This is an optimization exercise on Yosys and OpenROAD, whose aim is small area, a short achievable clock period and few clock cycles per item, not a production implementation. Where RTL was checked, it was by simulation tests only, not by an equivalence proof against the original. Power figures rest on the tool's default switching activity, not on a simulated workload.

==> flow/design.v (excerpt) <==
module bresenham_line_stepper_top #(
    parameter int COORD_BITS = 12
) (
    input  wire logic                               i_clk,
    input  wire logic                               i_rst_n,
    input  wire logic                               i_req_valid,
    output logic                                    o_req_ready,
    input  wire logic                               i_req_type,
    input  wire logic [COORD_BITS-1:0]              i_req_x_start,
    input  wire logic [COORD_BITS-1:0]              i_req_y_start,
    input  wire logic [COORD_BITS-1:0]              i_req_x_end,
    input  wire logic [COORD_BITS-1:0]              i_req_y_end,
    output logic                                    o_pix_valid,
    input  wire logic                               i_pix_ready,
    output logic                                    o_pix_pixel_valid,
    output logic [COORD_BITS-1:0]                   o_pix_pixel_x,
    output logic [COORD_BITS-1:0]                   o_pix_pixel_y,
    output logic                                    o_pix_in_image,
    output logic                                    o_pix_last_pixel,
    output logic [bls_pkg::COLOR_W-1:0]             o_pix_pixel_red,
    output logic [bls_pkg::COLOR_W-1:0]             o_pix_pixel_green,
    output logic [bls_pkg::COLOR_W-1:0]             o_pix_pixel_blue,
    input  wire logic                               i_cfg_we,
    input  wire logic [bls_pkg::CFG_IDX_W-1:0]      i_cfg_idx,
    input  wire logic [bls_pkg::CFG_DATA_W-1:0]     i_cfg_data
);
Size in the first run: about 1400 cells after synthesis, roughly 240 flip-flops, ~0.015 sq mm of cells after synthesis.
Settings: LEC_CHECK=0, CAP_MARGIN=20, CORE_MARGIN=2, CORE_UTILIZATION=40, CTS_BUF_LIST=sky130_fd_sc_hd__clkbuf_16, CTS_CLUSTER_DIAMETER=100, CTS_CLUSTER_SIZE=20, SLEW_MARGIN=20; clock period 20.0 ns.
standard.sh (not shown) runs the stock make flow with config.mk's settings and CLKGATE_MAP_FILE= SYNTH_SCRIPT=/design/flow/synth_recipe.tcl, a recipe that flattens the netlist after the stock synthesis.
==> flow/flow/run.sh <==
#!/bin/bash
set -e
export BUFFER_PORTS_ARGS="-buffer_cell sky130_fd_sc_hd__buf_1"
export SETUP_SLACK_MARGIN=14.6
bash standard.sh > standard.log 2>&1
The first run ran to the end with no violations.
==> next run, changes <==
--- a/flow/design.v
+++ b/flow/design.v
@@ -170,12 +170,13 @@
     logic [C-1:0]        r_l_db;
     logic [C-1:0]        r_l_dm;
     logic [C:0]          r_l_f;
     logic                r_l_fresh;
     logic                r_o_valid;
     logic                r_o_pv, r_o_npv_g, r_o_pv_b, r_o_npv_b;
+    logic                r_o_pvf, r_o_npvf, r_o_pvf_b, r_o_npvf_b;
     logic                r_o_last;
     logic                r_o_in;
     logic [C-1:0]        r_o_x, r_o_y;
     logic                r_o_ready;
     logic push, o_free, o_load, is_start, active, q_en;
     assign push     = r_q_valid && !r_l_pend;
@@ -196,27 +197,28 @@
         end
     end
     logic [C:0]   ex, ey;
     logic         sx, sy;
     logic [C-1:0] adx, ady;
     logic [C:0]   diff;
-    logic         s_steep;
+    logic         s_steep, s_swap;
     logic [C-1:0] s_x, s_y, s_da, s_db;
     logic         s_last, s_in;
     always_comb begin
         ex      = {1'b0, r_q_x1} - {1'b0, r_q_x0};
         ey      = {1'b0, r_q_y1} - {1'b0, r_q_y0};
         sx      = ex[C];
         sy      = ey[C];
         adx     = absdiff(ex);
         ady     = absdiff(ey);
         diff    = {1'b0, ady} - {1'b0, adx};
         s_steep = !diff[C];
-        s_x     = s_steep ? (sy ? r_q_x1 : r_q_x0) : (sx ? r_q_x1 : r_q_x0);
-        s_y     = s_steep ? (sy ? r_q_y1 : r_q_y0) : (sx ? r_q_y1 : r_q_y0);
-        s_in    = s_steep ? (sy ? r_q_in1 : r_q_in0) : (sx ? r_q_in1 : r_q_in0);
+        s_swap  = s_steep ? sy : sx;
+        s_x     = s_swap ? r_q_x1 : r_q_x0;
+        s_y     = s_swap ? r_q_y1 : r_q_y0;
+        s_in    = s_swap ? r_q_in1 : r_q_in0;
         s_da    = s_steep ? ady : adx;
         s_db    = s_steep ? adx : ady;
         s_last  = (r_q_x0 == r_q_x1) && (r_q_y0 == r_q_y1);
     end
     logic         cond;
     logic         x_inc, x_dec, y_inc, y_dec;
@@ -307,18 +309,39 @@
             r_o_npv_b <= 1'b1;
         end else if (o_load) begin
             r_o_pv_b  <= o_pv_nx;
             r_o_npv_b <= !o_pv_nx;
         end
     end
+    always_ff @(posedge i_clk) begin
+        if (o_free) begin
+            r_o_pvf  <= o_pv_nx;
+            r_o_npvf <= !o_pv_nx;
+        end
+    end
+    always_ff @(posedge i_clk) begin
+        if (!i_rst_n) begin
+            r_o_pvf_b  <= 1'b0;
+            r_o_npvf_b <= 1'b1;
+        end else if (o_free) begin
+            r_o_pvf_b  <= o_pv_nx;
+            r_o_npvf_b <= !o_pv_nx;
+        end
+    end
     assign o_req_ready       = r_o_ready;
     assign o_pix_valid       = r_o_valid;
     assign o_pix_pixel_valid = r_o_pv;
     assign o_pix_pixel_x     = r_o_x;
     assign o_pix_pixel_y     = r_o_y;
     assign o_pix_in_image    = r_o_in;
     assign o_pix_last_pixel  = r_o_last;
-    assign o_pix_pixel_red   = {r_o_pv ? r_red[15:8] : 8'h00, r_o_npv_g ? 8'h00 : r_red[7:0]};
-    assign o_pix_pixel_green = {r_o_npv_g ? 8'h00 : r_green[15:8], r_o_pv_b ? r_green[7:0] : 8'h00};
-    assign o_pix_pixel_blue  = {r_o_pv_b ? r_blue[15:8] : 8'h00, r_o_npv_b ? 8'h00 : r_blue[7:0]};
+    assign o_pix_pixel_red   = {r_o_pv     ? r_red[15:10]   : 6'h00,
+                                r_o_npv_g  ? 5'h00 : r_red[9:5],
+                                r_o_pv_b   ? r_red[4:0]     : 5'h00};
+    assign o_pix_pixel_green = {r_o_npv_b  ? 6'h00 : r_green[15:10],
+                                r_o_pvf    ? r_green[9:5]   : 5'h00,
+                                r_o_npvf   ? 5'h00 : r_green[4:0]};
+    assign o_pix_pixel_blue  = {r_o_pvf_b  ? r_blue[15:10]  : 6'h00,
+                                r_o_npvf_b ? 5'h00 : r_blue[9:5],
+                                r_o_pvf    ? r_blue[4:0]    : 5'h00};
 endmodule
 `default_nettype wire
The new run finished clean; worst setup slack is better by 0.18 ns; wire length came out lower by about 8%; first-iteration DRC count came out lower by 20%; total power came out lower by about 6%; critical path depth came out lower by 16; sequential share of layout area came out higher by 1.6 points; sequential power came out higher by about 2%; global-route usage came out lower by 1.7 points; final area came out lower by about 2.6%; clock power barely changes.
Testbench counts after the change, summed over its fixed seeds: cycles 48,523, items 48,507.
Function not checked in the first run of this note: the RTL went through the layout flow alone.

[separate check: timing with driven ports]
In the flow no input, the clock included, has a driving cell. The finished layouts below were timed again as built, in two steps. Step 1 (the two cells are an assumption about what drives the block):
set clk [get_ports {i_clk}]
set_driving_cell -lib_cell sky130_fd_sc_hd__clkbuf_16 $clk
set_driving_cell -lib_cell sky130_fd_sc_hd__buf_2 [delete_from_list [all_inputs] $clk]
Step 2 times the ports against the registers' clock, not the clock port: input delays grow and output delays shrink by t, the midpoint of the rising clock arrivals with the driver on. Three values: no drivers, after step 1, after step 2; two values: the first two.
run	t (ns)	slack for setup (ns)	hold WS [ns]	clock arrival spread, ns	pins driven straight from the clock port
the first run	0.551	14.461 / 14.461 / 14.132	0.554 / 0.554 / 0.554	0.024 / 0.023	1
the second run	0.553	14.637 / 14.607 / 14.120	0.541 / 0.541 / 0.541	0.022 / 0.022	1
After both steps setup and hold are still met in every run listed. The setup slack of the second run, which loses most, moves by -0.030 ns with the drivers and by -0.517 ns with both steps.
